Source: an optimization exercise on an open RTL-to-GDS flow (aim: small area, a short achievable clock period and few clock cycles per item). Production flows keep margins and buffers that such runs may drop.
Function was checked by simulation only, so behaviour that the tests miss may differ from the original.
Power figures rest on the tool's default switching activity, not on a simulated workload.

## per_sensor_window_average_threshold_top
module per_sensor_window_average_threshold_top #(
    parameter int NUM_SENSORS = psw_pkg::NUM_SENSORS_DEF,
    parameter int WINDOW_LEN  = psw_pkg::WINDOW_LEN_DEF
) (
    input  logic                            aclk,
    input  logic                            aresetn,
    input  logic                            s_valid,
    output logic                            s_ready,
    input  logic [psw_pkg::SENSOR_W-1:0]    s_sensor_id,
    input  logic [psw_pkg::SAMPLE_W-1:0]    s_sample,
    output logic                            m_valid,
    input  logic                            m_ready,
    output logic [psw_pkg::SENSOR_W-1:0]    m_report_sensor,
    output logic                            m_report_kind,
    output logic [psw_pkg::SAMPLE_W-1:0]    m_value,
    output logic                            m_last,
    input  logic                            psel,
    input  logic                            penable,
    input  logic                            pwrite,
    input  logic [psw_pkg::APB_ADDR_W-1:0]  paddr,
    input  logic [psw_pkg::APB_DATA_W-1:0]  pwdata,
    output logic [psw_pkg::APB_DATA_W-1:0]  prdata,
    output logic                            pready
);
Size in the first run: about 4500 cells after synthesis, about 120 I/O pins, about 72000 sq um of cells after synthesis.
make LEC_CHECK=0 ABC_CLOCK_PERIOD_IN_PS=2000 CAP_MARGIN=20 CORE_MARGIN=2 CORE_UTILIZATION=55 SETUP_SLACK_MARGIN=3.7 SLEW_MARGIN=20 SYNTH_HIERARCHICAL=1 SYNTH_MINIMUM_KEEP_SIZE=0 finish   # period 7.0 ns
run.sh (not shown) runs the stock make flow with config.mk's settings and CLKGATE_MAP_FILE= SYNTH_SCRIPT=/design/flow/synth_recipe.tcl, a recipe that flattens the netlist after the stock synthesis.
Testbench counts at the start, summed over its fixed seeds: cycles 7,578, items 3,200.
Next try:
--- a/flow/design.v
+++ b/flow/design.v
@@ -310,22 +310,27 @@
             j_sample <= s_sample;
         end
     end
     logic [ROW_W-1:0]    win_mem    [NUM_SENSORS];
     logic [CNT_W-1:0]    next_n_reg [NUM_SENSORS];
     logic [ROW_W-1:0]    in_row;
     logic [CNT_W-1:0]    in_n;
     logic [CNT_W-1:0]    in_n_after;
     logic [WIN_W-1:0]    in_win;
+    logic [WINDOW_LEN-1:1] in_keep;
     always_comb begin
-        in_row = '0;
-        in_n   = '0;
+        in_row  = '0;
+        in_n    = '0;
+        in_keep = '0;
         for (int i = 0; i < NUM_SENSORS; i++) begin
+            for (int k = 1; k < WINDOW_LEN; k++) begin
+                in_keep[k] = in_keep[k] | (i_sel2[i] && (next_n_reg[i] > CNT_W'(k)));
+            end
             in_row = in_row | (win_mem[i] & {{(ROW_W / 2){i_sel2[i]}}, {(ROW_W / 2){i_sel[i]}}});
             in_n   = in_n   | (next_n_reg[i] & {CNT_W{i_sel2[i]}});
         end
     end
     assign in_n_after = (in_n == CNT_W'(WINDOW_LEN)) ? in_n : in_n + 1'b1;
     for (genvar i = 0; i < NUM_SENSORS; i++) begin : g_row
         always_ff @(posedge aclk) begin
             if (adv && i_sel[i]) begin
                 win_mem[i] <= {win_mem[i][ROW_W-SAMPLE_W-1:0], i_sample};
@@ -336,19 +341,19 @@
                 next_n_reg[i] <= CNT_W'(1);
             end else if (adv && i_sel[i]) begin
                 next_n_reg[i] <= in_n_after;
             end
         end
     end
     always_comb begin
         in_win = {in_row, i_sample};
         for (int k = 1; k < WINDOW_LEN; k++) begin
-            if (in_n <= CNT_W'(k)) begin
+            if (!in_keep[k]) begin
                 in_win[k*SAMPLE_W +: SAMPLE_W] = '0;
             end
         end
     end
     function automatic logic [2*SUM_W-1:0] csa(input logic [SUM_W-1:0] a,
                                                 input logic [SUM_W-1:0] b,
                                                 input logic [SUM_W-1:0] c);
         logic [SUM_W-1:0] sv, cv;
         sv = a ^ b ^ c;
After rerunning: The new run completed with no timing, DRC or antenna violations. Area after synthesis increases slightly. Cell area increases slightly. Power decreases slightly. Critical path depth decreases by 1. Routed wire length increases slightly. Hold slack stays flat. Final cell count increases by a few percent.
Testbench counts after the change, summed over its fixed seeds: cycles 7,578, items 3,200.

* * *

Another version of the RTL of per_sensor_window_average_threshold_top (not shown whole).
Size in the first run: ~120 I/O pins, roughly 0.072 mm^2 of cells after synthesis.
Settings: LEC_CHECK=0, ABC_CLOCK_PERIOD_IN_PS=2000, CAP_MARGIN=20, CORE_MARGIN=2, CORE_UTILIZATION=55, CTS_CLUSTER_DIAMETER=100, CTS_CLUSTER_SIZE=30, SETUP_SLACK_MARGIN=3.7, SLEW_MARGIN=20, SYNTH_HIERARCHICAL=1, SYNTH_MINIMUM_KEEP_SIZE=0; clock period 7.0 ns.
Testbench counts at the start, summed over its fixed seeds: cycles 7,578, items 3,200.
Rerun with:
--- a/flow/design.v
+++ b/flow/design.v
@@ -367,19 +367,19 @@
     always_ff @(posedge aclk) begin
         if (!aresetn) begin
             r_valid <= 1'b0;
         end else if (r_free) begin
             r_valid <= i_valid;
         end
     end
     always_ff @(posedge aclk) begin
         if (adv) begin
-            r_win <= {in_row, i_sample};
+            r_win <= in_win;
             r_p   <= a3_s;
             r_q   <= a3_c;
             r_r   <= a2_c;
             r_n   <= in_n;
             r_n_oh <= 6'(1 << (in_n - 1'b1));
             r_sid <= i_sid;
         end
     end
     logic [SUM_W-1:0] thr_x1, thr_x3, thr_x5, r_thr_n;
Result: The changed run completed without violations; first-iteration DRC count decreases slightly; clock power decreases slightly; sequential cell count is unchanged; register-to-register slack gets worse by 0.04 ns; worst hold slack stays flat; synthesized area increases slightly; design area increases slightly; clock skew increases by 0.0060 ns; cell count increases slightly; worst setup slack gets worse by 0.035 ns; die area increases slightly; via count decreases slightly; critical path depth increases by 2; wire length decreases by a few percent.
Testbench counts after the change, summed over its fixed seeds: cycles 7,578, items 3,200.

* * *

Setup of before:
per_sensor_window_average_threshold_top, a different RTL version from the one above (not shown whole).
Size: about 4600 cells after synthesis, ~1600 flip-flops, about 0.070 mm^2 of cells after synthesis.
Settings: LEC_CHECK=0, ABC_CLOCK_PERIOD_IN_PS=2500, CAP_MARGIN=20, CORE_MARGIN=2, CORE_UTILIZATION=40, SETUP_SLACK_MARGIN=4.0, SLEW_MARGIN=20; clock period 7.0 ns.
Testbench counts of before, summed over its fixed seeds: cycles 7,578, items 3,200.
Relative to before, the following input files were edited for after:
diff --git a/flow/design.v b/flow/design.v
--- a/flow/design.v
+++ b/flow/design.v
@@ -217,22 +217,31 @@
         end
     end
     localparam int WIN_W = WINDOW_LEN * SAMPLE_W;
     logic [WIN_W-1:0]    win_mem  [NUM_SENSORS];
     logic [CNT_W-1:0]    fill_reg [NUM_SENSORS];
     logic [WIN_W-1:0]    in_row;
     logic [CNT_W-1:0]    in_fill;
     logic [CNT_W-1:0]    in_n;
     assign in_row  = win_mem[i_sid];
     assign in_fill = fill_reg[i_sid];
     assign in_n    = (in_fill == CNT_W'(WINDOW_LEN)) ? in_fill : in_fill + 1'b1;
+    logic [WIN_W-1:0]    in_win;
+    always_comb begin
+        in_win = {in_row[WIN_W-SAMPLE_W-1:0], i_sample};
+        for (int k = 1; k < WINDOW_LEN; k++) begin
+            if (in_fill < CNT_W'(k)) begin
+                in_win[k*SAMPLE_W +: SAMPLE_W] = '0;
+            end
+        end
+    end
     for (genvar i = 0; i < NUM_SENSORS; i++) begin : g_row
         always_ff @(posedge aclk) begin
             if (adv && (i_sid == SENSOR_W'(i))) begin
                 win_mem[i] <= {win_mem[i][WIN_W-SAMPLE_W-1:0], i_sample};
             end
         end
     end
     always_ff @(posedge aclk) begin
         if (!aresetn) begin
             for (int i = 0; i < NUM_SENSORS; i++) begin
                 fill_reg[i] <= '0;
@@ -245,45 +254,45 @@
     logic [CNT_W-1:0]    r_n;
     logic [SENSOR_W-1:0] r_sid;
     always_ff @(posedge aclk) begin
         if (!aresetn) begin
             r_valid <= 1'b0;
         end else if (r_free) begin
             r_valid <= i_valid;
         end
     end
     always_ff @(posedge aclk) begin
         if (adv) begin
-            r_win <= {in_row[WIN_W-SAMPLE_W-1:0], i_sample};
+            r_win <= in_win;
             r_n   <= in_n;
             r_sid <= i_sid;
         end
     end
     logic [SAMPLE_W-1:0] r_m [WINDOW_LEN];
     logic [SUM_W-1:0]    cs1_s, cs1_c, cs2_s, cs2_c, cs3_s, cs3_c, cs4_s, cs4_c;
     logic [SUM_W-1:0]    r_sum;
     logic [SUM_W-1:0]    thr_x3, thr_x5, r_thr_n;
     logic [SUM_W:0]      cmp_s, cmp_c, cmp_t;
     logic                r_below;
     function automatic logic [2*SUM_W-1:0] csa(input logic [SUM_W-1:0] a,
                                                 input logic [SUM_W-1:0] b,
                                                 input logic [SUM_W-1:0] c);
         logic [SUM_W-1:0] sv, cv;
         sv = a ^ b ^ c;
         cv = {(a[SUM_W-2:0] & b[SUM_W-2:0]) | (a[SUM_W-2:0] & c[SUM_W-2:0]) |
               (b[SUM_W-2:0] & c[SUM_W-2:0]), 1'b0};
         csa = {sv, cv};
     endfunction
     always_comb begin
         for (int k = 0; k < WINDOW_LEN; k++) begin
-            r_m[k] = (CNT_W'(k) < r_n) ? r_win[k*SAMPLE_W +: SAMPLE_W] : '0;
+            r_m[k] = r_win[k*SAMPLE_W +: SAMPLE_W];
         end
     end
     assign {cs1_s, cs1_c} = csa(SUM_W'(r_m[0]), SUM_W'(r_m[1]), SUM_W'(r_m[2]));
     assign {cs2_s, cs2_c} = csa(SUM_W'(r_m[3]), SUM_W'(r_m[4]), SUM_W'(r_m[5]));
     assign {cs3_s, cs3_c} = csa(cs1_s, cs1_c, cs2_s);
     assign {cs4_s, cs4_c} = csa(cs3_s, cs3_c, cs2_c);
     assign r_sum = cs4_s + cs4_c;
     assign thr_x3 = SUM_W'(thr_reg) + {2'b00, thr_reg, 1'b0};
     assign thr_x5 = SUM_W'(thr_reg) + {1'b0, thr_reg, 2'b00};
     always_comb begin
         case (r_n)
--- outcome ---
before has higher number of non-clock buffers in the layout than after. Area used by multi-input combinational logic ends up lower on before. Relative to before, the synthesized area measured on after has increased slightly. Taking before as the reference, in after normalized max-slew margin moved up, synthesized cell count moved up, total of clock buffers placed in the layout fell by 13, number of detailed-route iterations in the first pass moved down.
Testbench counts of after, summed over its fixed seeds: cycles 7,578, items 3,200.

## what the ideal ports hide
The results above use ideal ports. As a check the final layouts listed here were re-extracted and re-timed, cells and wires unchanged. Step 1 sets driving cells, clkbuf_16 on the clock port and buf_2 on the other inputs (assumed; they add their load-dependent delay and slew). Step 2 adds t to the input delays and takes it off the output delays; t is the mean of the earliest and latest rising clock arrival at the registers after step 1. Input paths then give back, and output paths get back, about the clock's delay inside the block. Three values: ideal, step 1, step 2; two values: the first two.
run | shift t [ns] | setup WS [ns] | latest minus earliest clock arrival (ns) | slew at the worst register clock pin (ns) | pins driven straight from the clock port
the first run of note 1 | 0.887 | 3.457 / 3.457 / 2.872 | 0.038 / 0.038 | 0.07 / 0.07 | 1
the second run of note 1 | 0.883 | 3.467 / 3.467 / 2.935 | 0.046 / 0.046 | 0.06 / 0.06 | 1
the first run of note 2 | 0.804 | 3.517 / 3.517 / 2.851 | 0.053 / 0.053 | 0.12 / 0.12 | 1
the second run of note 2 | 0.780 | 3.482 / 3.482 / 2.975 | 0.058 / 0.057 | 0.12 / 0.12 | 1
before | 0.869 | 1.436 / 1.436 / 1.436 | 0.080 / 0.080 | 0.07 / 0.07 | 1
after | 0.869 | 2.336 / 2.336 / 2.336 | 0.026 / 0.027 | 0.07 / 0.07 | 1
After both steps every run listed still meets setup and hold. The setup slack of the first run of note 2, which loses most, moves by 0.000 ns with the drivers and by -0.666 ns with both steps.
